What follows belongs to an exercise in optimizing a design on an open flow for small area, a short achievable clock period and few clock cycles per item; a production flow would make more cautious choices. Where RTL was checked, it was by simulation tests only, not by an equivalence proof against the original. The RTL of runs 2 and 6 was laid out without a check of its function. Power and IR drop assume default switching activity.

### flow/design.v
`timescale 1ns / 1ps
package jmbq_pkg;
    localparam int NUM_BTN   = 5;
    localparam int BTN_IDX_W = $clog2(NUM_BTN);
    localparam int TIME_W   = 32;
    localparam int SAMPLE_W = 12;
    localparam int KEYS_W   = 4;
    localparam int MOVE_W   = 8;
    localparam int SPEED_W  = 7;
    localparam int DZ_W     = 11;
    localparam int MS_W     = 16;
    localparam int CLICK_W  = 2;
    localparam int NUM_W = SAMPLE_W + SPEED_W;
    localparam int IN_TDATA_W  = 64;
    localparam int OUT_TDATA_W = 32;
    localparam int IN_NOW_LSB   = 0;
    localparam int IN_SX_LSB    = IN_NOW_LSB + TIME_W;
    localparam int IN_SY_LSB    = IN_SX_LSB + SAMPLE_W;
    localparam int IN_STICK_LSB = IN_SY_LSB + SAMPLE_W;
    localparam int IN_KEYS_LSB  = IN_STICK_LSB + 1;
    localparam int IN_USED_W    = IN_KEYS_LSB + KEYS_W;
    localparam int OUT_MX_LSB    = 0;
    localparam int OUT_MY_LSB    = OUT_MX_LSB + MOVE_W;
    localparam int OUT_MV_LSB    = OUT_MY_LSB + MOVE_W;
    localparam int OUT_CLICK_LSB = OUT_MV_LSB + 1;
    localparam int OUT_DOWN_LSB  = OUT_CLICK_LSB + CLICK_W;
    localparam int OUT_UP_LSB    = OUT_DOWN_LSB + KEYS_W;
    localparam int OUT_USED_W    = OUT_UP_LSB + KEYS_W;
    localparam int CFG_IDX_W  = 3;
    localparam int CFG_DATA_W = 16;
    localparam logic [CFG_IDX_W-1:0] CFG_CENTER_X   = 3'd0;
    localparam logic [CFG_IDX_W-1:0] CFG_CENTER_Y   = 3'd1;
    localparam logic [CFG_IDX_W-1:0] CFG_DEADZONE   = 3'd2;
    localparam logic [CFG_IDX_W-1:0] CFG_TOP_SPEED  = 3'd3;
    localparam logic [CFG_IDX_W-1:0] CFG_DEBOUNCE   = 3'd4;
    localparam logic [CFG_IDX_W-1:0] CFG_LONG_PRESS = 3'd5;
    localparam logic [SAMPLE_W-1:0] RST_CENTER     = 12'd2048;
    localparam logic [DZ_W-1:0]     RST_DEADZONE   = 11'd50;
    localparam logic [SPEED_W-1:0]  RST_TOP_SPEED  = 7'd10;
    localparam logic [MS_W-1:0]     RST_DEBOUNCE   = 16'd30;
    localparam logic [MS_W-1:0]     RST_LONG_PRESS = 16'd1000;
    localparam logic [SAMPLE_W-1:0] AXIS_FULL_SCALE = 12'd2048;
    localparam logic [CLICK_W-1:0] CLICKS_PRESS = 2'd1;
    localparam logic [CLICK_W-1:0] CLICKS_LONG  = 2'd2;
endpackage
`timescale 1ns / 1ps
module joystick_mouse_button_qualifier_unit (
    input  logic                                i_clk,
    input  logic                                i_rst_n,
    input  logic                                s_axis_tvalid,
    output logic                                s_axis_tready,
    input  logic [jmbq_pkg::IN_TDATA_W-1:0]     s_axis_tdata,
    output logic                                m_axis_tvalid,
    input  logic                                m_axis_tready,
    output logic [jmbq_pkg::OUT_TDATA_W-1:0]    m_axis_tdata,
    input  logic                                i_cfg_we,
    input  logic [jmbq_pkg::CFG_IDX_W-1:0]      i_cfg_idx,
    input  logic [jmbq_pkg::CFG_DATA_W-1:0]     i_cfg_wdata
);
    localparam int NB = jmbq_pkg::NUM_BTN;
    localparam int TW = jmbq_pkg::TIME_W;
    localparam int SW = jmbq_pkg::SAMPLE_W;
    localparam int KW = jmbq_pkg::KEYS_W;
    localparam int PW = jmbq_pkg::SPEED_W;
    localparam int DW = jmbq_pkg::DZ_W;
    localparam int HW = jmbq_pkg::MS_W;
    localparam int AW = 19;
    localparam int BRW = 10;
    logic [SW-1:0] r_center_x, r_center_y;
    logic [DW-1:0] r_deadzone;
    logic [PW-1:0] r_top_speed;
    logic [HW-1:0] r_debounce_ms, r_long_press_ms;
    always_ff @(posedge i_clk) begin
        if (!i_rst_n) begin
            r_center_x      <= jmbq_pkg::RST_CENTER;
            r_center_y      <= jmbq_pkg::RST_CENTER;
            r_deadzone      <= jmbq_pkg::RST_DEADZONE;
            r_top_speed     <= jmbq_pkg::RST_TOP_SPEED;
            r_debounce_ms   <= jmbq_pkg::RST_DEBOUNCE;
            r_long_press_ms <= jmbq_pkg::RST_LONG_PRESS;
        end else if (i_cfg_we) begin
            case (i_cfg_idx)
                jmbq_pkg::CFG_CENTER_X:   r_center_x      <= i_cfg_wdata[SW-1:0];
                jmbq_pkg::CFG_CENTER_Y:   r_center_y      <= i_cfg_wdata[SW-1:0];
                jmbq_pkg::CFG_DEADZONE:   r_deadzone      <= i_cfg_wdata[DW-1:0];
                jmbq_pkg::CFG_TOP_SPEED:  r_top_speed     <= i_cfg_wdata[PW-1:0];
                jmbq_pkg::CFG_DEBOUNCE:   r_debounce_ms   <= i_cfg_wdata[HW-1:0];
                jmbq_pkg::CFG_LONG_PRESS: r_long_press_ms <= i_cfg_wdata[HW-1:0];
                default: ;
            endcase
        end
    end
    logic r_en, r_ready;
    logic r_out_valid, r_spare_valid;
    logic [jmbq_pkg::OUT_USED_W-1:0] r_out_data, r_spare_data;
    logic w_arrive;
    logic [jmbq_pkg::OUT_USED_W-1:0] w_result;
    assign s_axis_tready = r_ready;
    assign m_axis_tvalid = r_out_valid;
    assign m_axis_tdata  = {(jmbq_pkg::OUT_TDATA_W - jmbq_pkg::OUT_USED_W)'(0), r_out_data};
    logic          r_v0;
    logic [TW-1:0] r_now;
    logic [NB-1:0] r_raw;
    always_ff @(posedge i_clk) begin
        if (!i_rst_n) begin
            r_v0 <= 1'b0;
        end else if (r_en) begin
            r_v0 <= s_axis_tvalid;
        end
    end
    always_ff @(posedge i_clk) begin
        if (r_en) begin
            r_now <= s_axis_tdata[jmbq_pkg::IN_NOW_LSB +: TW];
            r_raw <= {s_axis_tdata[jmbq_pkg::IN_KEYS_LSB +: KW],
                      s_axis_tdata[jmbq_pkg::IN_STICK_LSB]};
        end
    end
    logic [NB-1:0] r_raw_last, r_stable;
    logic [TW-1:0] r_change_time [NB];
    logic [TW-1:0] r_press_start;
    logic          r_press_valid, r_long_done;
    function automatic logic f_after(input logic [TW-1:0] now, input logic [TW-1:0] then,
                                     input logic [HW-1:0] lim, input logic or_eq);
        logic [15:0] nl, nh, tl, th, x, y, hx, hc;
        logic        b16, lo, eq0, eq1;
        logic [17:0] s;
        nl  = now[15:0];
        nh  = now[31:16];
        tl  = ~then[15:0];
        th  = ~then[31:16];
        b16 = nl < then[15:0];
        x   = nl ^ tl ^ ~lim;
        y   = (nl & tl) | (nl & ~lim) | (tl & ~lim);
        s   = {2'b0, x} + {1'b0, y, or_eq} + 18'd1;
        lo  = b16 ? (s[17] | s[16]) : s[17];
        eq0 = (nh == then[31:16]);
        hx  = nh ^ th;
        hc  = {nh[14:0] | th[14:0], 1'b0};
        eq1 = (hx == hc);
        f_after = !(b16 ? eq1 : eq0) || lo;
    endfunction
    logic [NB-1:0] w_changed, w_acc;
    logic          w_long_hit, w_press;
    logic [1:0]    w_clicks;
    logic [KW-1:0] w_downs, w_ups;
    logic          w_step;
    assign w_step = r_en && r_v0;
    always_comb begin
        for (int b = 0; b < NB; b++) begin
            w_changed[b] = r_raw[b] != r_raw_last[b];
            w_acc[b]     = !w_changed[b] && (r_stable[b] != r_raw[b]) &&
                           f_after(r_now, r_change_time[b], r_debounce_ms, 1'b0);
        end
        w_press    = w_acc[0] && r_raw[0];
        w_long_hit = !w_acc[0] && r_stable[0] && r_press_valid && !r_long_done &&
                     f_after(r_now, r_press_start, r_long_press_ms, 1'b1);
        w_clicks   = {w_long_hit, w_press};
        w_downs    = w_acc[NB-1:1] & r_raw[NB-1:1];
        w_ups      = w_acc[NB-1:1] & ~r_raw[NB-1:1];
    end
    always_ff @(posedge i_clk) begin
        if (!i_rst_n) begin
            r_raw_last    <= '1;
            r_stable      <= '1;
            r_press_valid <= 1'b0;
            r_long_done   <= 1'b0;
        end else if (w_step) begin
            r_raw_last <= r_raw;
            for (int b = 0; b < NB; b++) begin
                if (w_acc[b]) r_stable[b] <= r_raw[b];
            end
            if (w_acc[0]) begin
                r_press_valid <= r_raw[0];
                r_long_done   <= 1'b0;
            end else if (w_long_hit) begin
                r_long_done <= 1'b1;
            end
        end
    end
    always_ff @(posedge i_clk) begin
        if (w_step) begin
            for (int b = 0; b < NB; b++) begin
                if (w_changed[b]) r_change_time[b] <= r_now;
            end
        end
    end
    always_ff @(posedge i_clk) begin
        if (!r_press_valid) r_press_start <= r_now;
    end
    logic [SW-1:0]  r_div;
    logic [11:0]    w_booth, r_booth_x, r_booth_yn;
    logic [8:0]     w_sp_ext;
    assign w_sp_ext = {1'b0, r_top_speed, 1'b0};
    always_comb begin
        for (int i = 0; i < 4; i++) begin
            w_booth[3*i+2] = w_sp_ext[2*i+2];
            w_booth[3*i+1] = (w_sp_ext[2*i+2] && !w_sp_ext[2*i+1] && !w_sp_ext[2*i]) ||
                             (!w_sp_ext[2*i+2] && w_sp_ext[2*i+1] && w_sp_ext[2*i]);
            w_booth[3*i]   = w_sp_ext[2*i+1] ^ w_sp_ext[2*i];
        end
    end
    always_ff @(posedge i_clk) begin
        r_div      <= 12'd2048 - {1'b0, r_deadzone};
        r_booth_x  <= w_booth;
        r_booth_yn <= ~w_booth;
    end
    logic [SW:0] w_dx, w_dy;
    assign w_dx = {1'b0, s_axis_tdata[jmbq_pkg::IN_SX_LSB +: SW]} - {1'b0, r_center_x};
    assign w_dy = {1'b0, s_axis_tdata[jmbq_pkg::IN_SY_LSB +: SW]} - {1'b0, r_center_y};
    function automatic logic [AW-1:0] f_zone(input logic [SW:0] d, input logic [DW-1:0] dz,
                                             input logic [SW-1:0] dv);
        logic [SW-1:0] mag;
        logic [SW:0]   e;
        logic [SW-1:0] m;
        mag = d[SW] ? SW'(-d) : d[SW-1:0];
        e   = {1'b0, mag} - {2'b0, dz};
        if (mag[SW-1])               m = dv;
        else if (e[SW] || e == '0)   m = '0;
        else                         m = e[SW-1:0];
        f_zone = {!d[SW], 6'b0, m};
    endfunction
    function automatic logic [AW-1:0] f_mul(input logic [AW-1:0] a, input logic [11:0] bd);
        logic [17:0] row [4];
        logic [13:0] m;
        logic [17:0] ext, s1, c1, s2, c2;
        for (int i = 0; i < 4; i++) begin
            m = bd[3*i] ? {2'b0, a[SW-1:0]} : bd[3*i+1] ? {1'b0, a[SW-1:0], 1'b0} : 14'd0;
            if (bd[3*i+2]) m = ~m;
            ext = {{4{m[13]}}, m};
            row[i] = ext << (2 * i);
            if (i > 0) row[i][2*i-2] = bd[3*(i-1)+2];
        end
        s1 = row[0] ^ row[1] ^ row[2];
        c1 = ((row[0] & row[1]) | (row[0] & row[2]) | (row[1] & row[2])) << 1;
        s2 = s1 ^ c1 ^ row[3];
        c2 = ((s1 & c1) | (s1 & row[3]) | (c1 & row[3])) << 1;
        f_mul = {a[AW-1], s2 + c2};
    endfunction
    function automatic logic [AW-1:0] f_div(input logic [AW-1:0] a, input logic [DW-1:0] dz);
        logic [SW-1:0] t;
        logic [SW:0]   s;
        t = a[17:6];
        s = {1'b0, t} + {2'b01, dz};
        f_div = {a[AW-1], s[SW] ? s[10:0] : t[10:0], a[5:0], s[SW]};
    endfunction
    localparam int NST = 9;
    logic           r_vs [1:NST-1];
    logic [BRW-1:0] r_bs [1:NST-1];
    logic [AW-1:0]  r_xs [1:NST-1];
    logic [AW-1:0]  r_ys [1:NST-1];
    logic [AW-1:0]  w_xs [1:NST-1];
    logic [AW-1:0]  w_ys [1:NST-1];
    logic [SW:0]    r_dx, r_dy;
    always_ff @(posedge i_clk) begin
        if (r_en) begin
            r_dx <= w_dx;
            r_dy <= w_dy;
        end
    end
    always_comb begin
        w_xs[1] = f_zone(r_dx, r_deadzone, r_div);
        w_ys[1] = f_zone(r_dy, r_deadzone, r_div);
        w_xs[2] = f_mul(r_xs[1], r_booth_x);
        w_ys[2] = f_mul(r_ys[1], ~r_booth_yn);
        for (int k = 3; k < NST; k++) begin
            w_xs[k] = f_div(r_xs[k-1], r_deadzone);
            w_ys[k] = f_div(r_ys[k-1], r_deadzone);
        end
    end
    always_ff @(posedge i_clk) begin
        if (!i_rst_n) begin
            for (int k = 1; k < NST; k++) r_vs[k] <= 1'b0;
        end else if (r_en) begin
            r_vs[1] <= r_v0;
            for (int k = 2; k < NST; k++) r_vs[k] <= r_vs[k-1];
        end
    end
    always_ff @(posedge i_clk) begin
        if (r_en) begin
            r_bs[1] <= {w_ups, w_downs, w_clicks};
            for (int k = 2; k < NST; k++) r_bs[k] <= r_bs[k-1];
            for (int k = 1; k < NST; k++) begin
                r_xs[k] <= w_xs[k];
                r_ys[k] <= w_ys[k];
            end
        end
    end
    function automatic logic [7:0] f_move(input logic [AW-1:0] pre, input logic [AW-1:0] post);
        logic [6:0] hi, nhi;
        logic       b0;
        hi  = {1'b0, pre[5:0]};
        nhi = -hi;
        b0  = post[0];
        if (!post[AW-1])  f_move = {hi, b0};
        else if (b0)      f_move = {~hi, 1'b1};
        else              f_move = {nhi, 1'b0};
    endfunction
    logic [AW-1:0] w_xl, w_yl;
    logic [7:0]    w_mx, w_my;
    assign w_xl     = f_div(r_xs[NST-1], r_deadzone);
    assign w_yl     = f_div(r_ys[NST-1], r_deadzone);
    assign w_mx     = f_move(r_xs[NST-1], w_xl);
    assign w_my     = f_move(r_ys[NST-1], w_yl);
    assign w_arrive = r_en && r_vs[NST-1];
    assign w_result = {r_bs[NST-1],
                       (|r_xs[NST-1][5:0]) || w_xl[0] || (|r_ys[NST-1][5:0]) || w_yl[0],
                       w_my, w_mx};
    logic w_out_load, w_en_next;
    assign w_out_load = !r_out_valid || m_axis_tready;
    assign w_en_next  = !((r_out_valid && !m_axis_tready) && (r_spare_valid || w_arrive)) &&
                        !(r_spare_valid && w_arrive);
    always_ff @(posedge i_clk) begin
        if (!i_rst_n) begin
            r_out_valid   <= 1'b0;
            r_spare_valid <= 1'b0;
            r_en          <= 1'b1;
            r_ready       <= 1'b1;
        end else begin
            if (w_out_load) begin
                r_out_valid   <= r_spare_valid || w_arrive;
                r_spare_valid <= r_spare_valid && w_arrive;
            end else begin
                r_spare_valid <= r_spare_valid || w_arrive;
            end
            r_en    <= w_en_next;
            r_ready <= w_en_next;
        end
    end
    always_ff @(posedge i_clk) begin
        if (w_out_load) begin
            r_out_data <= r_spare_valid ? r_spare_data : w_result;
        end
        if (w_arrive && ((r_spare_valid && w_out_load) || (!r_spare_valid && !w_out_load))) begin
            r_spare_data <= w_result;
        end
    end
endmodule
### flow/flow/run.sh
#!/bin/bash
# Standard synthesis and layout (the standard.sh, unchanged scripts); the
# only difference from the standard flow's own layout is a larger setup slack margin for
# ORFS's repair_timing steps, so that repair keeps improving paths past the
# point where they meet the (unchanged) 10 ns constraint.
set -euo pipefail
cd "$(dirname "$0")/.."
MARGIN=$(cat flow/margin.txt)
bash standard.sh synth > synth_make.log 2>&1
bash standard.sh SETUP_SLACK_MARGIN=$MARGIN finish > layout_make.log 2>&1
### flow/flow/margin.txt
6.15
### flow/standard.sh
#!/bin/bash
# synth_recipe.tcl (not shown) runs the flow's synth.tcl, then flattens the netlist and writes it again
# the make line also repeats each setting of config.mk as NAME=value (left out here)
make -C /OpenROAD-flow-scripts/flow DESIGN_CONFIG=/design/flow/config.mk WORK_HOME=/design/flow/orfs CLKGATE_MAP_FILE= SYNTH_SCRIPT=/design/flow/synth_recipe.tcl "${@:-finish}"
### flow/config.mk
export PLATFORM = sky130hd
export DESIGN_NAME = joystick_mouse_button_qualifier_unit
export DESIGN_NICKNAME = joystick_mouse_button_qualifier_unit
export VERILOG_FILES = /design/flow/design.v
export SDC_FILE = /design/flow/constraint.sdc
export NUM_CORES = 4
export LEC_CHECK = 0
export CAP_MARGIN = 20
export CORE_MARGIN = 2
export CORE_UTILIZATION = 40
export CTS_CLUSTER_DIAMETER = 132
export CTS_CLUSTER_SIZE = 24
export SLEW_MARGIN = 20
### flow/constraint.sdc
create_clock -name core_clock -period 10.0 [get_ports {i_clk}]
set_input_delay 2.0000 -clock core_clock [delete_from_list [all_inputs] [get_ports {i_clk}]]
set_output_delay 2.0000 -clock core_clock [all_outputs]
set_load 0.01 [all_outputs]
==> results of run 1 <==
[routing by layer]
layer,share of wire,up-vias
met5,0.00012,-
met4,0.026,2
met3,0.034,126
met2,0.50,481
met1,0.44,15200
li1,-,15500
[cells in the final DEF (no fill, tap or decap), types with 50 or more instances in the layout]
cell type and count:
inv_1 397, nand4_1 54, nor3_1 87, buf_4 125, mux2_2 88, nor2_1 152, nand2_1 329, xnor2_1 263
clkdlybuf4s50_1 111, dfxtp_1 113, a21o_1 58, fa_1 159, nor2b_1 78, edfxtp_1 681, xor2_1 84, mux2_1 50
o21ai_0 111, nand3_1 58, ha_1 509, o21ai_1 63, a21oi_1 214
[where the power goes]
part / leakage [nW] / total, mW / internal [mW] / switching [mW]
combinational: 13.1 / 6.25 / 3.07 / 3.18
clock: 0.557 / 1.89 / 0.790 / 1.10
sequential: 8.18 / 5.12 / 4.75 / 0.374
[through the flow]
step,utilization,total power [mW],hold slack (ps),worst slack [ps],cell area (um2)
detailed placement,0.428,10.7,385,5160,52000
global route,0.448,14.4,399,5960,54500
global placement,0.428,10.6,384,5150,52000
CTS,0.444,13.0,395,6020,54000
finish,0.448,13.3,390,6150,54500
floorplan,-,9.58,351,4800,49000
[logic make-up after synthesis]
kind of cell / after synthesis
XOR/XNOR: 351
AND/OR/NAND/NOR: 930
multiplexers: 159
other: 1
adder cells (fa/ha/maj): 681
AO/OA/AOI/OAI: 754
flip-flops: 813
buffers and inverters: 494
[repair_timing]
item | 4_1_cts | 5_1_grt
resized for setup | 67 | 70
pin swaps | 28 | 30
buffers inserted | 70 | 26
hold buffers | 0 | 0
endpoints found under the setup margin | 110 | 102
[path summary, 6_finish.rpt]
check | start | end | slack, ps | depth (start not counted)
setup reg to reg | r_xs[1][2] | r_xs[2][17] | 6150 | 17
hold / removal | r_top_speed[0] | r_booth_x[0] | 390 | 0
hold reg to reg | r_top_speed[0] | r_booth_x[0] | 390 | 0
setup / recovery | r_xs[1][2] | r_xs[2][17] | 6150 | 17
[flip-flops by register name (all words and copies together), names as in the netlist, 27 cells and up]
name and cells:
r_change_time 160, r_xs 146, r_ys 146, r_bs 80, r_now 32, r_press_start 32, r_out_data 27, r_spare_data 27
[layout make-up]
cell class	instances	area [um2]	area share
inverters	409	1550	0.0285
flip-flops and latches	813	23100	0.425
well taps	1625	2030	0.0373
multi-input cells	2880	24400	0.449
clock buffers	62	1130	0.0207
clock inverters	3	30.0	0.000551
repair buffers	244	2150	0.0395
[critical path, cell delays in order, from the launching register on]
cell and delay, ps:
edfxtp_1 460, buf_4 180, nand2_1 50, o21ai_1 70
xnor2_1 160, fa_1 570, inv_1 60, fa_1 490
inv_2 50, ha_4 230, a21oi_2 140, o21ai_2 80
a41o_1 250, nor4_2 180, nor3_2 90, a211oi_2 250
a21oi_1 120, xnor2_1 150
==> results.toml, run 1 <==
[setup_path]
crit_type = "flip-flop to flip-flop"
cp.required_ps = 10370
arrival_ps = 4220
end_kind = "flip-flop"
cp-start-kind = "flip-flop"
worstPathMaxFanout = 4

[global_route]
grt_pass1_wl_mm = 170
top_usage_layer = "met2"
grt.met3_usage = 0.0174
use_met1 = 0.219
antenna_found_initial = 1
gr-total-overflow = 0
grt_pass1_vias = 31800
met2_usage = 0.301
track_usage = 0.170
grt_start_max_net_pins = 79

[cells_and_area]
fillCellCount = 11100
nets = 5157
antenna_cells = 0
drive_above_1_share = 0.0909
synthToLayoutAreaGrowth_pct = 11.4
stdcell_count = 6036

[min_path]
hp-class = "flip-flop to flip-flop"

[logic_synthesis]
synth_top_family_by_area = "adder cells"
synth_top_area_frac = 0.418
synth_most_common_cell = "edfxtp_1"
synth_async_sr_flop_share = 0
synth_simple_gate_area_share = 0.0908
yosysTopAreaCell = "edfxtp_1"
syn-instance-count = 4183
synth.area.top_cells = "edfxtp_1 42%, ha_1 13%, fa_1 6.6%"
synth-edff-count = 681
synth_ff_type = "edfxtp_1"
synth.mux.area_fraction = 0.0361
synthAdderAreaFrac = 0.199
synthXorXnorAreaFrac = 0.0630
ys.warnings.count = 10
synthTopCellsByCount = "681 x edfxtp_1, 520 x ha_1, 403 x inv_1"
yosysSeqAreaShare = 0.472
synth.ff_latch_count = 813
synth_compound_area_frac = 0.0996
avgSynthCellArea_um2 = 11.7
synth.distinct_cells = 81
syn_area_um2 = 48900

[clocking]
cts_buffers = 40
clock_latency_ps = 640
cts_tree = "done"
cts.path.max_buffers = 3
clockRootBuffer = "clkbuf_16"
cts.sinks = 813
clkTransAtPathRegs_ps = 100
htree_levels = 2

[power_and_ir_drop]
ir_drop_v = 0.000151
power.density_nw_per_um2 = 243
p_leak_nw = 21.8

[timing]
fmax_ghz = 0.260
period_minus_slack_ps = 3850
setup_violations = 0
fin_setup_tns_ps = 0
worst_pin_slew_ps = 1070
final_max_slew_viol_count = 0
grt_setup_unrepaired = "true"
relSlewSlack = 0.284
hold_viol_final = 0
skew_ps = 32.0
layout_worst_path_cycle_share = 0.385

[flow_run]
maxCapViolations = 0

[route]
first_pass_iters = 5
drc_errors = 0
routedWlPerCell_um = 17.6
vias_per_cell = 5.18
wl_mm = 106
drt_iter0_markers = 1944
vias = 31300
antenna_left = 0

[die]
initial_utilization = 0.402
ioPinCount = 122
die_h_um = 354
die_area_um2 = 125000
coreArea_um2 = 122000
rows = 128
die_w_um = 354

[placed_design]
dp_hpwl_mm = 76.6
place.gp.congestion = 0.814
dp.cells = 5875
io_buffers = 113

[run_status]
outcome = "no timing/DRC/antenna violations"
Testbench counts, summed over its fixed seeds: cycles 3,280, polls 3,200.
==> run 2, diff against run 1 <==
--- a/flow/design.v
+++ b/flow/design.v
@@ -66,4 +66,5 @@
     localparam int HW = jmbq_pkg::MS_W;
     localparam int AW = 19;
+    localparam int MW = 32;
     localparam int BRW = 10;
     logic [SW-1:0] r_center_x, r_center_y;
@@ -220,8 +221,9 @@
         f_zone = {!d[SW], 6'b0, m};
     endfunction
-    function automatic logic [AW-1:0] f_mul(input logic [AW-1:0] a, input logic [11:0] bd);
+    function automatic logic [MW-1:0] f_mul(input logic [AW-1:0] a, input logic [11:0] bd);
         logic [17:0] row [4];
         logic [13:0] m;
         logic [17:0] ext, s1, c1, s2, c2;
+        logic [6:0]  lo;
         for (int i = 0; i < 4; i++) begin
             m = bd[3*i] ? {2'b0, a[SW-1:0]} : bd[3*i+1] ? {1'b0, a[SW-1:0], 1'b0} : 14'd0;
@@ -235,5 +237,23 @@
         s2 = s1 ^ c1 ^ row[3];
         c2 = ((s1 & c1) | (s1 & row[3]) | (c1 & row[3])) << 1;
-        f_mul = {a[AW-1], s2 + c2};
+        lo = {1'b0, s2[5:0]} + {1'b0, c2[5:0]};
+        f_mul = {a[AW-1], s2[17:6], c2[17:6], lo};
+    endfunction
+    function automatic logic [AW-1:0] f_div_first(input logic [MW-1:0] a,
+                                                  input logic [DW-1:0] dz);
+        logic [SW-1:0] sh, ch, nd, xs, xc;
+        logic [SW:0]   tt;
+        logic [SW+1:0] x;
+        logic          cin, ge;
+        sh  = a[30:19];
+        ch  = a[18:7];
+        cin = a[6];
+        nd  = {1'b1, dz};
+        tt  = {1'b0, sh} + {1'b0, ch} + {12'd0, cin};
+        xs  = sh ^ ch ^ nd;
+        xc  = (sh & ch) | (sh & nd) | (ch & nd);
+        x   = {2'b0, xs} + {1'b0, xc, 1'b0} + {13'd0, cin};
+        ge  = tt[SW] ? x[SW+1] : (x[SW+1] | x[SW]);
+        f_div_first = {a[MW-1], ge ? x[10:0] : tt[10:0], a[5:0], ge};
     endfunction
     function automatic logic [AW-1:0] f_div(input logic [AW-1:0] a, input logic [DW-1:0] dz);
@@ -258,10 +278,13 @@
         end
     end
+    logic [MW-1:0]  r_mx, r_my;
     always_comb begin
         w_xs[1] = f_zone(r_dx, r_deadzone, r_div);
         w_ys[1] = f_zone(r_dy, r_deadzone, r_div);
-        w_xs[2] = f_mul(r_xs[1], r_booth_x);
-        w_ys[2] = f_mul(r_ys[1], ~r_booth_yn);
-        for (int k = 3; k < NST; k++) begin
+        w_xs[2] = '0;
+        w_ys[2] = '0;
+        w_xs[3] = f_div_first(r_mx, r_deadzone);
+        w_ys[3] = f_div_first(r_my, r_deadzone);
+        for (int k = 4; k < NST; k++) begin
             w_xs[k] = f_div(r_xs[k-1], r_deadzone);
             w_ys[k] = f_div(r_ys[k-1], r_deadzone);
@@ -281,7 +304,11 @@
             for (int k = 2; k < NST; k++) r_bs[k] <= r_bs[k-1];
             for (int k = 1; k < NST; k++) begin
-                r_xs[k] <= w_xs[k];
-                r_ys[k] <= w_ys[k];
+                if (k != 2) begin
+                    r_xs[k] <= w_xs[k];
+                    r_ys[k] <= w_ys[k];
+                end
             end
+            r_mx <= f_mul(r_xs[1], r_booth_x);
+            r_my <= f_mul(r_ys[1], ~r_booth_yn);
         end
     end
==> flow/flow/margin.txt (replaced) <==
6.55
--- a/flow/config.mk
+++ b/flow/config.mk
@@ -9,5 +9,3 @@
 export CORE_MARGIN = 2
 export CORE_UTILIZATION = 40
-export CTS_CLUSTER_DIAMETER = 132
-export CTS_CLUSTER_SIZE = 24
 export SLEW_MARGIN = 20
==> results.toml, run 2 <==
[run_status]
outcome = "no timing/DRC/antenna violations"

[global_route]
grt_start_max_net_pins = 175
antenna_found_initial = 0
gr-total-overflow = 0
grt_pass1_wl_mm = 174
track_usage = 0.172
grt_pass1_vias = 32800

[setup_path]
r2r_slack_ps = 6310
ff2ff_path_depth = 15
worstPathMaxFanout = 6
cp.required_ps = 10430
crit-reg2reg-capture = "r_xs[1][6]"
r2r-start = "r_dx[0]"
critical-path-max-stage-delay_ps = 440
arrival_ps = 4120
cp.buffers_inverters = 2
cp-start-kind = "flip-flop"
critPathSlowestCell = "o41ai_4"
end_kind = "flip-flop"
crit_chain = "inv_2 -> ha_4 -> nand2_2 -> or3_4 -> buf_4 -> nand2_1 -> xnor2_1 -> ha_1 -> or2_1 -> a21o_1 -> a41o_1 -> or2_1 -> o41ai_4 -> a211oi_4 -> a22o_1"
crit_type = "flip-flop to flip-flop"
crit_path_frequent_cell = "or2_1"
crit_family = "compound AO/OA/AOI/OAI gates"

[timing]
worst_pin_slew_ps = 1060
period_minus_slack_ps = 3690
relSlewSlack = 0.290
layout_worst_path_cycle_share = 0.369
final_max_slew_viol_count = 0
fmax_ghz = 0.271
setup_violations = 0
hold_viol_final = 0
fin_setup_tns_ps = 0
skew_ps = 31.2
grt_setup_unrepaired = "true"

[cells_and_area]
layout_commonest_cell = "edfxtp_1"
nets = 5265
drive_above_1_share = 0.135
antenna_cells = 0
largest_registers = "r_change_time: 160 flops, r_xs: 127 flops, r_ys: 127 flops"
fin_util = 0.473
top_register = "r_change_time"
largest_register_ffs = 160
synthToLayoutAreaGrowth_pct = 17.2
most-common-layout-cells = "707 x edfxtp_1, 512 x ha_1, 345 x nand2_1"
fillCellCount = 11000

[route]
first_pass_iters = 5
drc_errors = 0
vias_per_cell = 5.23
drt_iter0_markers = 1733
routedWlPerCell_um = 17.7
antenna_left = 0
vias = 32300
wl_mm = 110

[clocking]
cts_buffers = 95
htree_levels = 3
cts_tree = "done"
cts.path.max_buffers = 3
cts.sinks = 839
clock_latency_ps = 690
clockRootBuffer = "clkbuf_16"
clkTransAtPathRegs_ps = 60

[logic_synthesis]
synth_async_sr_flop_share = 0
synth.ff_latch_count = 839
synth.distinct_cells = 81
synth_ff_type = "edfxtp_1"
synthTopCellsByCount = "707 x edfxtp_1, 524 x ha_1, 357 x nand2_1"
yosysTopAreaCell = "edfxtp_1"
avgSynthCellArea_um2 = 12.0
synth_top_area_frac = 0.424
synth-edff-count = 707
syn-instance-count = 4181
ys.warnings.count = 10
yosysSeqAreaShare = 0.477
syn_area_um2 = 50100
synth_most_common_cell = "edfxtp_1"
synth.area.top_cells = "edfxtp_1 42%, ha_1 13%, fa_1 7.5%"

[die]
die_area_um2 = 128000
initial_utilization = 0.404
rows = 129
coreArea_um2 = 124000
die_w_um = 358
die_h_um = 358
ioPinCount = 122

[power_and_ir_drop]
switching_share = 0.320
comb_power_share = 0.382
p_seq_frac = 0.359
power.density_nw_per_um2 = 252
internal_power_mw = 10.1
power_frac_clock = 0.258
ir_drop_v = 0.000170
p_switching_mw = 4.73
total_power_mw = 14.8
p_leak_nw = 23.7

[min_path]
min_from = "r_top_speed[0]"
hp-class = "flip-flop to flip-flop"
min_path_cells = 0
hold_path_end = "r_booth_x[0]"

[placed_design]
io_buffers = 113
dp_hpwl_mm = 77.6
place.gp.congestion = 0.855

[flow_run]
maxCapViolations = 0
[run 2: changes by cell type in the layout (fill, tap and decap cells not counted), sizes merged, moves of 34 or more]
cell,before,now
a21oi,224,188
clkdlybuf4s50,111,77
clkinv,3,39
inv,407,346
xnor2,267,221
clkbuf,62,118
xor2,84,122
[run 2: cell families (layout without fill, tap and decap cells)]
group           count (synthesis)  after routing  synth area share
compound gates                764            764            0.0990
xor+xnor                      343            343            0.0600
fa+ha+maj                     711            711             0.206
buf+inv                       443            804            0.0339
flops                         839            839             0.477
mux                           163            163            0.0358
other cells                     1              5         0.0000749
simple gates                  917            919            0.0885
[run 2: power groups by stage]
| stage | combinational (mW) | clock [mW] | sequential (mW) |
|---|---|---|---|
| detailed placement | 5.14 | 0 | 5.41 |
| CTS | 5.47 | 3.93 | 5.33 |
| global route | 6.40 | 4.06 | 5.41 |
| finish | 5.66 | 3.82 | 5.32 |
| floorplan | 4.14 | 0 | 5.24 |
| global placement | 5.04 | 0 | 5.38 |
[run 2: area by class of cell]
cell class | instances | area, um2 | area share
multi-input cells | 2905 | 25300 | 0.431
repair buffers | 272 | 2560 | 0.0437
flip-flops and latches | 839 | 23900 | 0.407
clock buffers | 116 | 2590 | 0.0442
clock inverters | 63 | 883 | 0.0151
inverters | 353 | 1370 | 0.0234
well taps | 1637 | 2050 | 0.0349
[run 2: worst max path at each step]
stage | startpoint | endpoint | cells past startpoint
after floorplan | r_en | r_change_time[0][0] | 3
after global placement | s_axis_tdata[44] | r_dy[12] | 12
after detailed placement | s_axis_tdata[44] | r_dy[12] | 12
after CTS | r_dx[0] | r_xs[1][6] | 14
after global routing | r_dx[0] | r_xs[1][6] | 15
final | r_dx[0] | r_xs[1][6] | 15
[run 2: stage by stage]
stage               setup slack, ps  instances  cell area, um2  hold WS, ps
floorplan                      4550       4185           50300          351
global placement               5500       5880           53400          371
detailed placement             5490       5880           53400          375
CTS                            6180       6140           57900          385
global route                   6180       6185           58700          395
finish                         6310       6185           58700          387
[run 2: worst reg2reg max path, delay by kind of cell (launching register included)]
family	cells	cell delay (ps)
AO/OA/AOI/OAI	5	1250
XOR/XNOR	1	120
adder cells (fa/ha/maj)	2	420
buffers and inverters	2	260
flip-flops	1	400
AND/OR/NAND/NOR	5	990
[run 2: what timing repair did]
action	4_1_cts	5_1_grt
pin swaps	32	40
gates cloned	1	2
endpoints found under the hold margin	0	0
endpoints found under the setup margin	228	161
resized for setup	132	111
buffers inserted	80	42
hold buffers	0	0
[run 2: per-layer routing]
layer,GRT usage,vias up,share of wire
met5,0,-,0
met4,0.0532,0,0.031
met3,0.0259,180,0.033
met2,0.303,558,0.50
met1,0.217,15800,0.44
li1,-,15800,-
==> run 3, diff against run 2 <==
--- a/flow/design.v
+++ b/flow/design.v
@@ -209,15 +209,18 @@
     assign w_dx = {1'b0, s_axis_tdata[jmbq_pkg::IN_SX_LSB +: SW]} - {1'b0, r_center_x};
     assign w_dy = {1'b0, s_axis_tdata[jmbq_pkg::IN_SY_LSB +: SW]} - {1'b0, r_center_y};
-    function automatic logic [AW-1:0] f_zone(input logic [SW:0] d, input logic [DW-1:0] dz,
-                                             input logic [SW-1:0] dv);
+    function automatic logic [AW-1:0] f_mag(input logic [SW:0] d);
         logic [SW-1:0] mag;
+        mag = d[SW] ? SW'(-d) : d[SW-1:0];
+        f_mag = {!d[SW], 5'b0, mag[SW-1], mag};
+    endfunction
+    function automatic logic [AW-1:0] f_zone(input logic [AW-1:0] a, input logic [DW-1:0] dz,
+                                             input logic [SW-1:0] dv);
         logic [SW:0]   e;
         logic [SW-1:0] m;
-        mag = d[SW] ? SW'(-d) : d[SW-1:0];
-        e   = {1'b0, mag} - {2'b0, dz};
-        if (mag[SW-1])               m = dv;
+        e = {1'b0, a[SW-1:0]} - {2'b0, dz};
+        if (a[SW])                   m = dv;
         else if (e[SW] || e == '0)   m = '0;
         else                         m = e[SW-1:0];
-        f_zone = {!d[SW], 6'b0, m};
+        f_zone = {a[AW-1], 6'b0, m};
     endfunction
     function automatic logic [MW-1:0] f_mul(input logic [AW-1:0] a, input logic [11:0] bd);
@@ -240,20 +243,6 @@
         f_mul = {a[AW-1], s2[17:6], c2[17:6], lo};
     endfunction
-    function automatic logic [AW-1:0] f_div_first(input logic [MW-1:0] a,
-                                                  input logic [DW-1:0] dz);
-        logic [SW-1:0] sh, ch, nd, xs, xc;
-        logic [SW:0]   tt;
-        logic [SW+1:0] x;
-        logic          cin, ge;
-        sh  = a[30:19];
-        ch  = a[18:7];
-        cin = a[6];
-        nd  = {1'b1, dz};
-        tt  = {1'b0, sh} + {1'b0, ch} + {12'd0, cin};
-        xs  = sh ^ ch ^ nd;
-        xc  = (sh & ch) | (sh & nd) | (ch & nd);
-        x   = {2'b0, xs} + {1'b0, xc, 1'b0} + {13'd0, cin};
-        ge  = tt[SW] ? x[SW+1] : (x[SW+1] | x[SW]);
-        f_div_first = {a[MW-1], ge ? x[10:0] : tt[10:0], a[5:0], ge};
+    function automatic logic [AW-1:0] f_sum(input logic [MW-1:0] a);
+        f_sum = {a[MW-1], a[30:19] + a[18:7] + {11'd0, a[6]}, a[5:0]};
     endfunction
     function automatic logic [AW-1:0] f_div(input logic [AW-1:0] a, input logic [DW-1:0] dz);
@@ -264,5 +253,5 @@
         f_div = {a[AW-1], s[SW] ? s[10:0] : t[10:0], a[5:0], s[SW]};
     endfunction
-    localparam int NST = 9;
+    localparam int NST = 11;
     logic           r_vs [1:NST-1];
     logic [BRW-1:0] r_bs [1:NST-1];
@@ -280,11 +269,13 @@
     logic [MW-1:0]  r_mx, r_my;
     always_comb begin
-        w_xs[1] = f_zone(r_dx, r_deadzone, r_div);
-        w_ys[1] = f_zone(r_dy, r_deadzone, r_div);
-        w_xs[2] = '0;
-        w_ys[2] = '0;
-        w_xs[3] = f_div_first(r_mx, r_deadzone);
-        w_ys[3] = f_div_first(r_my, r_deadzone);
-        for (int k = 4; k < NST; k++) begin
+        w_xs[1] = f_mag(r_dx);
+        w_ys[1] = f_mag(r_dy);
+        w_xs[2] = f_zone(r_xs[1], r_deadzone, r_div);
+        w_ys[2] = f_zone(r_ys[1], r_deadzone, r_div);
+        w_xs[3] = '0;
+        w_ys[3] = '0;
+        w_xs[4] = f_sum(r_mx);
+        w_ys[4] = f_sum(r_my);
+        for (int k = 5; k < NST; k++) begin
             w_xs[k] = f_div(r_xs[k-1], r_deadzone);
             w_ys[k] = f_div(r_ys[k-1], r_deadzone);
@@ -304,11 +295,11 @@
             for (int k = 2; k < NST; k++) r_bs[k] <= r_bs[k-1];
             for (int k = 1; k < NST; k++) begin
-                if (k != 2) begin
+                if (k != 3) begin
                     r_xs[k] <= w_xs[k];
                     r_ys[k] <= w_ys[k];
                 end
             end
-            r_mx <= f_mul(r_xs[1], r_booth_x);
-            r_my <= f_mul(r_ys[1], ~r_booth_yn);
+            r_mx <= f_mul(r_xs[2], r_booth_x);
+            r_my <= f_mul(r_ys[2], ~r_booth_yn);
         end
     end
==> results.toml, run 3 <==
[run_status]
outcome = "no timing/DRC/antenna violations"

[clocking]
clkTransAtPathRegs_ps = 60
clockRootBuffer = "clkbuf_16"
cts.sinks = 925
clock_latency_ps = 700
cts.path.max_buffers = 3
htree_levels = 3
cts_tree = "done"
cts_buffers = 103

[power_and_ir_drop]
p_switching_mw = 4.35
comb_power_share = 0.323
internal_power_mw = 9.88
p_leak_nw = 24.0
power.density_nw_per_um2 = 238
switching_share = 0.306
power_frac_clock = 0.265
ir_drop_v = 0.000157
p_seq_frac = 0.412

[global_route]
grt_pass1_vias = 32900
track_usage = 0.166
gr-total-overflow = 0
antenna_found_initial = 0
grt_pass1_wl_mm = 175
grt_start_max_net_pins = 149

[cells_and_area]
drive_above_1_share = 0.113
largest_registers = "r_change_time: 160 flops, r_xs: 159 flops, r_ys: 159 flops"
fillCellCount = 11700
nets = 5258
most-common-layout-cells = "791 x edfxtp_1, 512 x ha_1, 376 x nand2_1"
synthToLayoutAreaGrowth_pct = 14.8
top_register = "r_change_time"
antenna_cells = 0
fin_util = 0.462
largest_register_ffs = 160
layout_commonest_cell = "edfxtp_1"

[timing]
hold_slack_ps = 407
final_max_slew_viol_count = 0
fin_setup_tns_ps = 0
setup_violations = 0
grt_setup_unrepaired = "true"
layout_worst_path_cycle_share = 0.339
timing.final.ws_setup_ps = 6610
worst_pin_slew_ps = 1080
skew_ps = 31.7
hold_viol_final = 0
fmax_ghz = 0.295
period_minus_slack_ps = 3390
relSlewSlack = 0.280

[logic_synthesis]
yosysTopAreaCell = "edfxtp_1"
ys.warnings.count = 10
synth_ff_type = "edfxtp_1"
avgSynthCellArea_um2 = 12.3
syn-instance-count = 4253
synth.distinct_cells = 81
synth_top_area_frac = 0.456
synthTopCellsByCount = "791 x edfxtp_1, 518 x ha_1, 388 x nand2_1"
yosysSeqAreaShare = 0.507
synth.area.top_cells = "edfxtp_1 46%, ha_1 12%, fa_1 6.3%"
synth-edff-count = 791
synth.ff_latch_count = 925
synth_async_sr_flop_share = 0
synth_most_common_cell = "edfxtp_1"
syn_area_um2 = 52100

[route]
vias = 32400
routedWlPerCell_um = 17.5
vias_per_cell = 5.12
antenna_left = 0
first_pass_iters = 5
wl_mm = 111
drc_errors = 0
drt_iter0_markers = 1732

[die]
coreArea_um2 = 129000
initial_utilization = 0.403
die_h_um = 365
die_area_um2 = 133000
die_w_um = 365
rows = 132
ioPinCount = 122

[placed_design]
post-place-ws_ps = 5260
dp_hpwl_mm = 77.1
place.gp.congestion = 0.828
io_buffers = 113

[setup_path]
cp.required_ps = 10420
crit_type = "input port to flip-flop"
worstPathMaxFanout = 4
cp-start-kind = "input port"
arrival_ps = 3810
end_kind = "flip-flop"

[min_path]
hp-class = "flip-flop to flip-flop"

[flow_run]
maxCapViolations = 0
[run 3: worst max-delay path: stages]
cell	delay [ps]
clkdlybuf4s50_1	540
ha_1	400
nand2b_1	160
nor3_1	70
a2111oi_2	470
o311ai_4	160
[run 3: timing repair]
item                       4_1_cts  5_1_grt
pin swaps                       18       26
cloned                           0       10
setup buffers                   30       25
setup endpoints to repair      292      234
gates resized for setup         86       97
hold buffers                     0        0
[run 3: layout make-up]
cell class	instances	area [um2]	share of cell area
flip-flops and latches	925	26400	0.442
multi-input cells	2886	24500	0.409
clock buffers	142	2870	0.0479
well taps	1742	2180	0.0364
repair buffers	207	1910	0.0320
inverters	364	1420	0.0237
clock inverters	53	546	0.00911
[run 3: cell families (layout without fill, tap and decap cells)]
group,count (synthesis),count (layout),share of synthesized area
other cells,1,5,0.0000719
xor+xnor,343,343,0.0578
mux,161,161,0.0342
compound gates,750,750,0.0926
flops,925,925,0.507
fa+ha+maj,683,683,0.188
buf+inv,456,766,0.0337
simple gates,934,944,0.0868
[run 3: path summary, 6_finish.rpt]
check,depth (start not counted),to,slack (ps),start
worst max-delay path,6,r_dx[10],6610,s_axis_tdata[42]
worst min-delay path,0,r_ys[8][4],410,r_ys[7][3]
worst max register to register,8,r_my[6],6640,r_booth_yn[5]
worst min register to register,0,r_ys[8][4],410,r_ys[7][3]
[run 3: power groups by stage]
| stage | sequential, mW | combinational, mW | clock (mW) |
|---|---|---|---|
| floorplan | 5.76 | 3.57 | 0 |
| global placement | 5.93 | 4.30 | 0 |
| detailed placement | 5.94 | 4.41 | 0 |
| CTS | 5.86 | 4.48 | 3.88 |
| global route | 5.96 | 5.26 | 4.03 |
| finish | 5.86 | 4.60 | 3.77 |
[run 3: per-stage QoR]
stage	std cells	power, mW	area (um2)
floorplan	4257	9.33	52300
global placement	6059	10.2	55500
detailed placement	6059	10.4	55500
CTS	6284	14.2	59300
global route	6319	15.3	59900
finish	6319	14.2	59900
[run 3: layer usage]
metal	GRT usage	wire length (um)	share of wire
met1	0.217	49800	0.45
met2	0.285	53800	0.49
met3	0.0260	3870	0.035
met4	0.0470	3030	0.027
met5	0	0	0
Testbench counts of run 3, summed over its fixed seeds: cycles 3,296, polls 3,200.
==> run 4, diff against run 3 <==
--- a/flow/config.mk
+++ b/flow/config.mk
@@ -9,3 +9,5 @@
 export CORE_MARGIN = 2
 export CORE_UTILIZATION = 40
+export CTS_CLUSTER_DIAMETER = 132
+export CTS_CLUSTER_SIZE = 28
 export SLEW_MARGIN = 20
==> results.toml, run 4 <==
[run_status]
outcome = "no timing/DRC/antenna violations"

[cells_and_area]
layout_commonest_cell = "edfxtp_1"
final_cell_area_um2 = 57500
largest_register_ffs = 160
drive_above_1_share = 0.0900
nets = 5191
synthToLayoutAreaGrowth_pct = 10.3
most-common-layout-cells = "791 x edfxtp_1, 512 x ha_1, 376 x nand2_1"
antenna_cells = 0
largest_registers = "r_change_time: 160 flops, r_xs: 159 flops, r_ys: 159 flops"
top_register = "r_change_time"

[route]
drt_iter0_markers = 1899
antenna_left = 0
vias = 31800
first_pass_iters = 5
vias_per_cell = 5.15
routedWlPerCell_um = 17.6
drc_errors = 0
wl_mm = 109

[logic_synthesis]
synth.distinct_cells = 81
synthTopCellsByCount = "791 x edfxtp_1, 518 x ha_1, 388 x nand2_1"
syn_area_um2 = 52100
synth_ff_type = "edfxtp_1"
yosysTopAreaCell = "edfxtp_1"
yosysSeqAreaShare = 0.507
synth_most_common_cell = "edfxtp_1"
synth-edff-count = 791
avgSynthCellArea_um2 = 12.3
synth.area.top_cells = "edfxtp_1 46%, ha_1 12%, fa_1 6.3%"
ys.warnings.count = 10
syn-instance-count = 4253
synth_top_area_frac = 0.456
synth_async_sr_flop_share = 0
synth.ff_latch_count = 925

[power_and_ir_drop]
p_leak_nw = 22.9
power.density_nw_per_um2 = 215
ir_drop_v = 0.000141

[setup_path]
ff2ff_path_depth = 8
arrival_ps = 3740
cp.required_ps = 10380
end_kind = "flip-flop"
crit_type = "input port to flip-flop"
cp-start-kind = "input port"
worstPathMaxFanout = 3

[timing]
final_max_slew_viol_count = 0
period_minus_slack_ps = 3370
relSlewSlack = 0.281
fmax_ghz = 0.297
skew_ps = 61.0
fin_setup_tns_ps = 0
hold_viol_final = 0
setup_violations = 0
worst_pin_slew_ps = 1080
layout_worst_path_cycle_share = 0.337
grt_setup_unrepaired = "true"

[die]
die_w_um = 365
coreArea_um2 = 129000
initial_utilization = 0.403
die_area_um2 = 133000
die_h_um = 365
ioPinCount = 122
rows = 132

[clocking]
clkTransAtPathRegs_ps = 110
cts.path.max_buffers = 3
htree_levels = 2
cts.sinks = 925
cts_buffers = 39
cts_tree = "done"
cts_hold_buf = 0
clock_latency_ps = 650
clockRootBuffer = "clkbuf_16"

[global_route]
top_usage_layer = "met2"
grt.met3_usage = 0.0156
gr-total-overflow = 0
grt_pass1_wl_mm = 172
grt_start_max_net_pins = 149
track_usage = 0.162
use_met1 = 0.216
met2_usage = 0.285
antenna_found_initial = 0
grt_pass1_vias = 32200

[placed_design]
place.gp.congestion = 0.828
dp_hpwl_mm = 77.1
dpl_cell_area_um2 = 55500
io_buffers = 113

[flow_run]
maxCapViolations = 0

[min_path]
hp-class = "flip-flop to flip-flop"
min_path_cells = 0
[run 4: cell types whose count changed in the layout (fill, tap and decap cells not counted), moves of 4 or more]
cell / change
clkbuf_16: -65
clkinv_2: -19
clkinv_1: -12
clkbuf_8: -10
bufinv_16: -7
clkbuf_1: -7
dlygate4sd2_1: +5
o21ai_1: +5
clkdlybuf4s15_1: -4
clkinvlp_4: -4
[run 4: timing repair]
action                     in CTS  in global routing
setup buffers                  26                 25
setup endpoints to repair     294                232
gates cloned                    0                 11
resized for setup              86                 99
pin swaps                      15                 24
[run 4: cells by family (layout without fill, tap and decap cells)]
family                     after synthesis  in the layout  share of synthesized area
DFF                                    925            925                      0.507
buffers and inverters                  456            632                     0.0337
adders and majority gates              683            683                      0.188
AOI/OAI and AO/OA                      750            750                     0.0926
other                                    1              5                  0.0000719
and+or+nand+nor                        934            945                     0.0868
xor gates and xnor gates               343            343                     0.0578
muxes                                  161            161                     0.0342
[run 4: path summary, 6_finish.rpt]
check	start	endpoint	slack [ps]
worst min-delay path	r_bs[7][6]	r_bs[8][6]	420
worst min register to register	r_bs[7][6]	r_bs[8][6]	420
worst max register to register	r_booth_yn[5]	r_my[6]	6660
worst max-delay path	s_axis_tdata[47]	r_dy[10]	6630
[run 4: through the flow]
step | util | cells | setup WS (ps) | hold slack [ps] | total power, mW
after global routing | 0.444 | 6186 | 6520 | 432 | 13.4
after global placement | 0.429 | 6059 | 5340 | 389 | 10.2
after floorplan | - | 4257 | 4060 | 351 | 9.33
after detailed placement | 0.429 | 6059 | 5260 | 400 | 10.4
final | 0.444 | 6186 | 6630 | 420 | 12.4
after CTS | 0.440 | 6150 | 6510 | 424 | 12.4
[run 4: critical path: stages]
cell and delay [ps]:
clkdlybuf4s50_1 440, ha_1 330, o21ai_1 140, a21boi_2 90, o21ai_2 160, a21boi_2 90, o21ai_2 190, a21o_1 180
o311ai_2 110
[run 4: final cells by class]
| type | count | area (um2) |
|---|---|---|
| Clock inverter | 5 | 55.1 |
| Inverter | 364 | 1420 |
| Fill cell | 11900 | 72000 |
| Multi-Input combinational cell | 2887 | 24500 |
| Tap cell | 1742 | 2180 |
| Clock buffer | 60 | 1080 |
| Sequential cell | 925 | 26400 |
| Timing Repair Buffer | 203 | 1860 |
[run 4: metal layers]
metal / share of wire / vias up
li1: - / 15800
met1: 0.45 / 15500
met2: 0.50 / 410
met3: 0.029 / 114
met4: 0.021 / 0
met5: 0 / -
[run 4: report_power, final]
part | switching [mW] | internal (mW)
combinational | 2.33 | 2.26
clock | 1.19 | 0.766
sequential | 0.448 | 5.40
total | 3.96 | 8.42
==> run 5, diff against run 4 <==
--- a/flow/config.mk
+++ b/flow/config.mk
@@ -10,4 +10,4 @@
 export CORE_UTILIZATION = 40
 export CTS_CLUSTER_DIAMETER = 132
-export CTS_CLUSTER_SIZE = 28
+export CTS_CLUSTER_SIZE = 24
 export SLEW_MARGIN = 20
==> results.toml, run 5 <==
[die]
initial_utilization = 0.403
ioPinCount = 122
coreArea_um2 = 129000
die_area_um2 = 133000
die_w_um = 365
die_h_um = 365
rows = 132

[route]
vias = 31900
wl_mm = 109
drc_errors = 0
vias_per_cell = 5.15
first_pass_iters = 5
drt_iter0_markers = 1831
routedWlPerCell_um = 17.6
antenna_left = 0

[global_route]
antenna_found_initial = 0
track_usage = 0.162
gr-total-overflow = 0
grt_start_max_net_pins = 149
grt_pass1_wl_mm = 173
grt_pass1_vias = 32300

[placed_design]
dp_hpwl_mm = 77.1
place.gp.congestion = 0.828
dp.cells = 6059
io_buffers = 113
post-place-ws_ps = 5260

[timing]
hold_slack_ps = 415
fmax_ghz = 0.294
period_minus_slack_ps = 3410
worst_pin_slew_ps = 1050
fin_setup_tns_ps = 0
final_max_slew_viol_count = 0
skew_ps = 52.0
relSlewSlack = 0.295
setup_violations = 0
hold_viol_final = 0
layout_worst_path_cycle_share = 0.341
grt_setup_unrepaired = "true"
timing.final.ws_setup_ps = 6590

[logic_synthesis]
syn_area_um2 = 52100
synth.distinct_cells = 81
synth_ff_type = "edfxtp_1"
syn-instance-count = 4253
synth_async_sr_flop_share = 0
synth-edff-count = 791
synth_top_area_frac = 0.456
yosysTopAreaCell = "edfxtp_1"
synth.ff_latch_count = 925
avgSynthCellArea_um2 = 12.3
synth_most_common_cell = "edfxtp_1"
synth.area.top_cells = "edfxtp_1 46%, ha_1 12%, fa_1 6.3%"
yosysSeqAreaShare = 0.507
synthTopCellsByCount = "791 x edfxtp_1, 518 x ha_1, 388 x nand2_1"
ys.warnings.count = 10

[cells_and_area]
top_register = "r_change_time"
largest_register_ffs = 160
synthToLayoutAreaGrowth_pct = 10.8
layout_commonest_cell = "edfxtp_1"
fillCellCount = 11900
seq_area_um2 = 26400
nets = 5201
antenna_cells = 0
fin_util = 0.446
largest_registers = "r_change_time: 160 flops, r_xs: 159 flops, r_ys: 159 flops"
most-common-layout-cells = "791 x edfxtp_1, 512 x ha_1, 376 x nand2_1"
stdcell_count = 6200
drive_above_1_share = 0.0920
multi_input_area_um2 = 24500

[clocking]
htree_levels = 2
clkTransAtPathRegs_ps = 90
clock_latency_ps = 670
cts.path.max_buffers = 3
clockRootBuffer = "clkbuf_16"
cts_hold_buf = 0
cts_buffers = 45
cts_tree = "done"
cts.sinks = 925

[setup_path]
cp.required_ps = 10410
r2r_slack_ps = 6710
critical-path-max-stage-delay_ps = 390
worstPathMaxFanout = 2
critPathSlowestCell = "fa_2"
cp-start-kind = "input port"
end_kind = "flip-flop"
arrival_ps = 3820
crit_family = "buffers and inverters"
crit_path_frequent_cell = "buf_4"
crit_chain = "clkdlybuf4s15_2 -> inv_8 -> ha_4 -> fa_2 -> nor2b_1 -> o21ai_1 -> a21boi_2 -> o21ai_2 -> a21boi_2 -> buf_4 -> buf_4 -> buf_4 -> nor2_1"
crit_type = "input port to flip-flop"
cp.buffers_inverters = 5

[power_and_ir_drop]
comb_power_share = 0.366
internal_power_mw = 8.54
power_frac_clock = 0.168
p_leak_nw = 23.0
switching_share = 0.318
ir_drop_v = 0.000114
p_switching_mw = 3.99
power.density_nw_per_um2 = 217
p_seq_frac = 0.466

[run_status]
outcome = "no timing/DRC/antenna violations"

[min_path]
hp-class = "flip-flop to flip-flop"

[flow_run]
maxCapViolations = 0
## run 5: changes by cell type in the layout (fill, tap and decap cells not counted), moves of 2 or more
cell | before | now
buf_6 | 7 | 9
clkbuf_1 | 20 | 22
a21boi_0 | 9 | 12
a21boi_1 | 10 | 7
inv_6 | 1 | 4
a2111oi_1 | 3 | 1
nor2b_2 | 6 | 4
clkbuf_16 | 40 | 47
buf_4 | 75 | 77
## run 5: worst paths after layout
kind,cells past startpoint,from,endpoint
setup / recovery,13,s_axis_tdata[44],r_dy[6]
hold / removal,0,r_xs[5][0],r_xs[6][1]
setup reg to reg,11,r_now[4],r_bs[1][1]
hold reg to reg,0,r_xs[5][0],r_xs[6][1]
## run 5: layout make-up
type,instances,area share
Tap cell,1742,0.0377
Clock inverter,6,0.000888
Sequential cell,925,0.458
Timing Repair Buffer,207,0.0331
Inverter,364,0.0246
Multi-Input combinational cell,2887,0.424
Clock buffer,69,0.0218
## run 5: layer usage
metal	wire, um	track usage	vias up
met4	2220	0.0391	0
met1	49600	0.216	15600
met3	3240	0.0162	110
met5	0	0	-
li1	-	-	15800
met2	54100	0.285	414
## run 5: timing repair
item | in CTS | in global routing
gates cloned | 0 | 11
pin swaps | 17 | 24
setup buffers | 29 | 26
resized for setup | 88 | 92
hold endpoints to repair | 0 | 0
setup endpoints to repair | 294 | 238
## run 5: power groups by stage
stage | clock (mW) | sequential, mW | combinational [mW]
after floorplan | 0 | 5.76 | 3.57
after global placement | 0 | 5.93 | 4.30
after detailed placement | 0 | 5.94 | 4.41
after CTS | 2.20 | 5.85 | 4.46
after global routing | 2.30 | 5.95 | 5.25
final | 2.10 | 5.85 | 4.59
## run 5: stage by stage
step | power, mW | cell area, um2
after floorplan | 9.33 | 52300
after global placement | 10.2 | 55500
after CTS | 12.5 | 57200
final | 12.5 | 57700
after global routing | 13.5 | 57700
after detailed placement | 10.4 | 55500
## run 5: worst reg2reg max path, delay by kind of cell (launching register included)
kind / cells / cell delay [ps]
AOI/OAI and AO/OA: 8 / 1690
adders and majority gates: 2 / 780
DFF: 1 / 390
buffers and inverters: 1 / 200
## run 5: cells by family after synthesis
logic type | count (synthesis) | synth area share
buffers and inverters | 456 | 0.0337
other | 1 | 0.0000719
XOR/XNOR | 343 | 0.0578
AND/OR/NAND/NOR | 934 | 0.0868
multiplexers | 161 | 0.0342
flip-flops | 925 | 0.507
AO/OA/AOI/OAI | 750 | 0.0926
adder cells (fa/ha/maj) | 683 | 0.188
==> run 6, diff against run 5 <==
--- a/flow/design.v
+++ b/flow/design.v
@@ -206,11 +206,11 @@
         r_booth_yn <= ~w_booth;
     end
-    logic [SW:0] w_dx, w_dy;
-    assign w_dx = {1'b0, s_axis_tdata[jmbq_pkg::IN_SX_LSB +: SW]} - {1'b0, r_center_x};
-    assign w_dy = {1'b0, s_axis_tdata[jmbq_pkg::IN_SY_LSB +: SW]} - {1'b0, r_center_y};
-    function automatic logic [AW-1:0] f_mag(input logic [SW:0] d);
+    function automatic logic [AW-1:0] f_mag(input logic [SW-1:0] s, input logic [SW-1:0] c);
+        logic [SW:0]   a, b;
         logic [SW-1:0] mag;
-        mag = d[SW] ? SW'(-d) : d[SW-1:0];
-        f_mag = {!d[SW], 5'b0, mag[SW-1], mag};
+        a   = {1'b0, s} - {1'b0, c};
+        b   = {1'b0, c} - {1'b0, s};
+        mag = a[SW] ? b[SW-1:0] : a[SW-1:0];
+        f_mag = {!a[SW], 5'b0, mag[SW-1], mag};
     endfunction
     function automatic logic [AW-1:0] f_zone(input logic [AW-1:0] a, input logic [DW-1:0] dz,
@@ -260,15 +260,15 @@
     logic [AW-1:0]  w_xs [1:NST-1];
     logic [AW-1:0]  w_ys [1:NST-1];
-    logic [SW:0]    r_dx, r_dy;
+    logic [SW-1:0]  r_sx, r_sy;
     always_ff @(posedge i_clk) begin
         if (r_en) begin
-            r_dx <= w_dx;
-            r_dy <= w_dy;
+            r_sx <= s_axis_tdata[jmbq_pkg::IN_SX_LSB +: SW];
+            r_sy <= s_axis_tdata[jmbq_pkg::IN_SY_LSB +: SW];
         end
     end
     logic [MW-1:0]  r_mx, r_my;
     always_comb begin
-        w_xs[1] = f_mag(r_dx);
-        w_ys[1] = f_mag(r_dy);
+        w_xs[1] = f_mag(r_sx, r_center_x);
+        w_ys[1] = f_mag(r_sy, r_center_y);
         w_xs[2] = f_zone(r_xs[1], r_deadzone, r_div);
         w_ys[2] = f_zone(r_ys[1], r_deadzone, r_div);
==> results.toml, run 6 <==
[logic_synthesis]
synth.distinct_cells = 84
syn-instance-count = 4123
syn_area_um2 = 51600
synth_most_common_cell = "edfxtp_1"
ys.warnings.count = 10
synth.ff_latch_count = 923
yosysTopAreaCell = "edfxtp_1"
yosysSeqAreaShare = 0.511
avgSynthCellArea_um2 = 12.5
synth.area.top_cells = "edfxtp_1 46%, ha_1 13%, fa_1 6.5%"
synth-edff-count = 789
synth_top_area_frac = 0.459
synth_ff_type = "edfxtp_1"
synth_async_sr_flop_share = 0
synthTopCellsByCount = "789 x edfxtp_1, 538 x ha_1, 360 x inv_1"

[timing]
final_max_slew_viol_count = 0
fmax_ghz = 0.289
hold_viol_final = 0
layout_worst_path_cycle_share = 0.346
skew_ps = 54.7
grt_setup_unrepaired = "true"
timing.final.ws_setup_ps = 6540
worst_pin_slew_ps = 1100
fin_setup_tns_ps = 0
period_minus_slack_ps = 3460
setup_violations = 0
relSlewSlack = 0.270

[route]
drt_iter0_markers = 1579
antenna_left = 0
vias_per_cell = 5.11
wl_mm = 107
vias = 30700
routedWlPerCell_um = 17.8
first_pass_iters = 6
drc_errors = 0

[die]
coreArea_um2 = 128000
die_h_um = 363
die_w_um = 363
die_area_um2 = 132000
initial_utilization = 0.404
ioPinCount = 122
rows = 131

[clocking]
htree_levels = 2
cts_tree = "done"
cts_hold_buf = 0
cts.sinks = 923
clock_latency_ps = 670
clkTransAtPathRegs_ps = 110
clockRootBuffer = "clkbuf_16"
cts.path.max_buffers = 3
cts_buffers = 44

[setup_path]
startpoint = "r_now[6]"
crit_type = "flip-flop to flip-flop"
crit-reg2reg-capture = "r_bs[1][5]"
arrival_ps = 3850
r2r-start = "r_now[6]"
end_kind = "flip-flop"
cp-start-kind = "flip-flop"
cp.required_ps = 10390
ff2ff_path_depth = 11
r2r_slack_ps = 6540
worstPathMaxFanout = 5

[cells_and_area]
layout_commonest_cell = "edfxtp_1"
fillCellCount = 11600
antenna_cells = 0
fin_util = 0.448
nets = 5106
synthToLayoutAreaGrowth_pct = 10.8
drive_above_1_share = 0.0922
top_register = "r_change_time"
largest_register_ffs = 160
stdcell_count = 5999
largest_registers = "r_change_time: 160 flops, r_xs: 159 flops, r_ys: 159 flops"
most-common-layout-cells = "789 x edfxtp_1, 538 x ha_1, 353 x inv_1"

[power_and_ir_drop]
power.density_nw_per_um2 = 210
p_leak_nw = 23.4
ir_drop_v = 0.000141

[min_path]
hold_path_end = "r_booth_x[0]"
min_path_cells = 0
hp-class = "flip-flop to flip-flop"
min_from = "r_top_speed[0]"

[placed_design]
place.gp.congestion = 0.835
io_buffers = 113
dp.cells = 5860
post-place-ws_ps = 5290
dp_hpwl_mm = 77.5

[global_route]
grt_pass1_wl_mm = 168
track_usage = 0.162
grt_pass1_vias = 30700
antenna_found_initial = 3
gr-total-overflow = 0
grt_start_max_net_pins = 86

[flow_run]
maxCapViolations = 0

[run_status]
outcome = "no timing/DRC/antenna violations"
==> run 6: worst max-delay path by stage <==
stage / depth (start not counted) / to / slack, ps
after floorplan: 0 / s_axis_tready / 4080
after global placement: 11 / r_xs[9][10] / 5370
after detailed placement: 11 / r_xs[10][15] / 5290
after CTS: 12 / r_bs[1][5] / 6440
after global routing: 11 / r_bs[1][5] / 6440
final: 11 / r_bs[1][5] / 6540
==> run 6: power breakdown <==
part	total [mW]	internal, mW	switching, mW
logic	4.19	2.13	2.06
registers	5.74	5.33	0.407
clock network	2.07	0.867	1.20
==> run 6: stage by stage <==
| stage | power, mW | hold WS (ps) | cell area, um2 |
|---|---|---|---|
| 6_report | 12.0 | 377 | 57200 |
| 5_1_grt | 12.9 | 400 | 57200 |
| 4_1_cts | 12.1 | 380 | 56700 |
| 3_5_place_dp | 9.91 | 367 | 54900 |
| 3_3_place_gp | 9.79 | 365 | 54900 |
| 2_1_floorplan | 8.97 | 351 | 51700 |
==> run 6: cell type report <==
cell class              count  area (um2)  share of cell area
inverters                 363        1390              0.0242
well taps                1662        2080              0.0363
clock buffers              67        1240              0.0217
multi-input cells        2751       23900               0.418
flip-flops and latches    923       26400               0.461
repair buffers            230        2180              0.0381
clock inverters             3        30.0            0.000525
==> run 6: logic make-up after synthesis <==
family          share of synthesized area
simple gates                       0.0646
compound gates                     0.0958
buf+inv                            0.0339
other cells                     0.0000726
fa+ha+maj                           0.195
xor+xnor                           0.0602
flops                               0.511
mux                                0.0396
==> run 6: repair_timing <==
| action | CTS | global route |
|---|---|---|
| setup buffers | 39 | 26 |
| setup endpoints to repair | 247 | 177 |
| gates resized for setup | 73 | 73 |
| gates cloned | 1 | 1 |
| pin swaps | 10 | 38 |
==> run 6: metal layers <==
layer  up-vias  GRT usage  share of wire
li1      15200          -              -
met1     14900      0.217           0.46
met4         6     0.0452          0.024
met3       120     0.0173          0.035
met5         -          0        0.00036
met2       470      0.278           0.48
==> run 6: critical path: stages, from the launching register on <==
cell      delay, ps
edfxtp_1        430
buf_12          150
fa_1            450
ha_1            300
a21o_1          190
a211oi_4        330
o211ai_1        290
a21oi_2         290
o21ai_2         100
a211oi_2        300
a21oi_4         120
and4b_1         210

## what the ideal ports hide
The results above use ideal ports. As a check the final layouts listed here were re-extracted and re-timed, cells and wires unchanged.
Step 1 (the two cells are an assumption about what drives the block):
set clk [get_ports {i_clk}]
set_driving_cell -lib_cell sky130_fd_sc_hd__clkbuf_16 $clk
set_driving_cell -lib_cell sky130_fd_sc_hd__buf_2 [delete_from_list [all_inputs] $clk]
Step 2, shift: input delay + t, output delay - t, t = (earliest + latest rising clock arrival at the registers) / 2. This alone moves slack from input paths to output paths.
a / b / c = ideal ports / drivers / drivers and shift; a / b = the first two.
run | t, ns | setup WS [ns] | worst setup path after step 2 | clock arrival spread, ns
run 1 | 0.698 | 6.149 / 6.149 / 5.565 | input to register | 0.037 / 0.036
run 2 | 0.748 | 6.308 / 6.308 / 5.872 | input to register | 0.036 / 0.036
run 3 | 0.771 | 6.615 / 6.567 / 5.895 | input to register | 0.056 / 0.056
run 4 | 0.703 | 6.633 / 6.580 / 5.959 | input to register | 0.077 / 0.077
run 5 | 0.716 | 6.594 / 6.571 / 5.922 | input to register | 0.054 / 0.054
run 6 | 0.722 | 6.540 / 6.540 / 6.058 | input to register | 0.056 / 0.056
After both steps setup and hold are still met in every run listed. For run 3, which loses most, drivers alone change the setup slack by -0.048 ns; drivers and shift together by -0.720 ns.
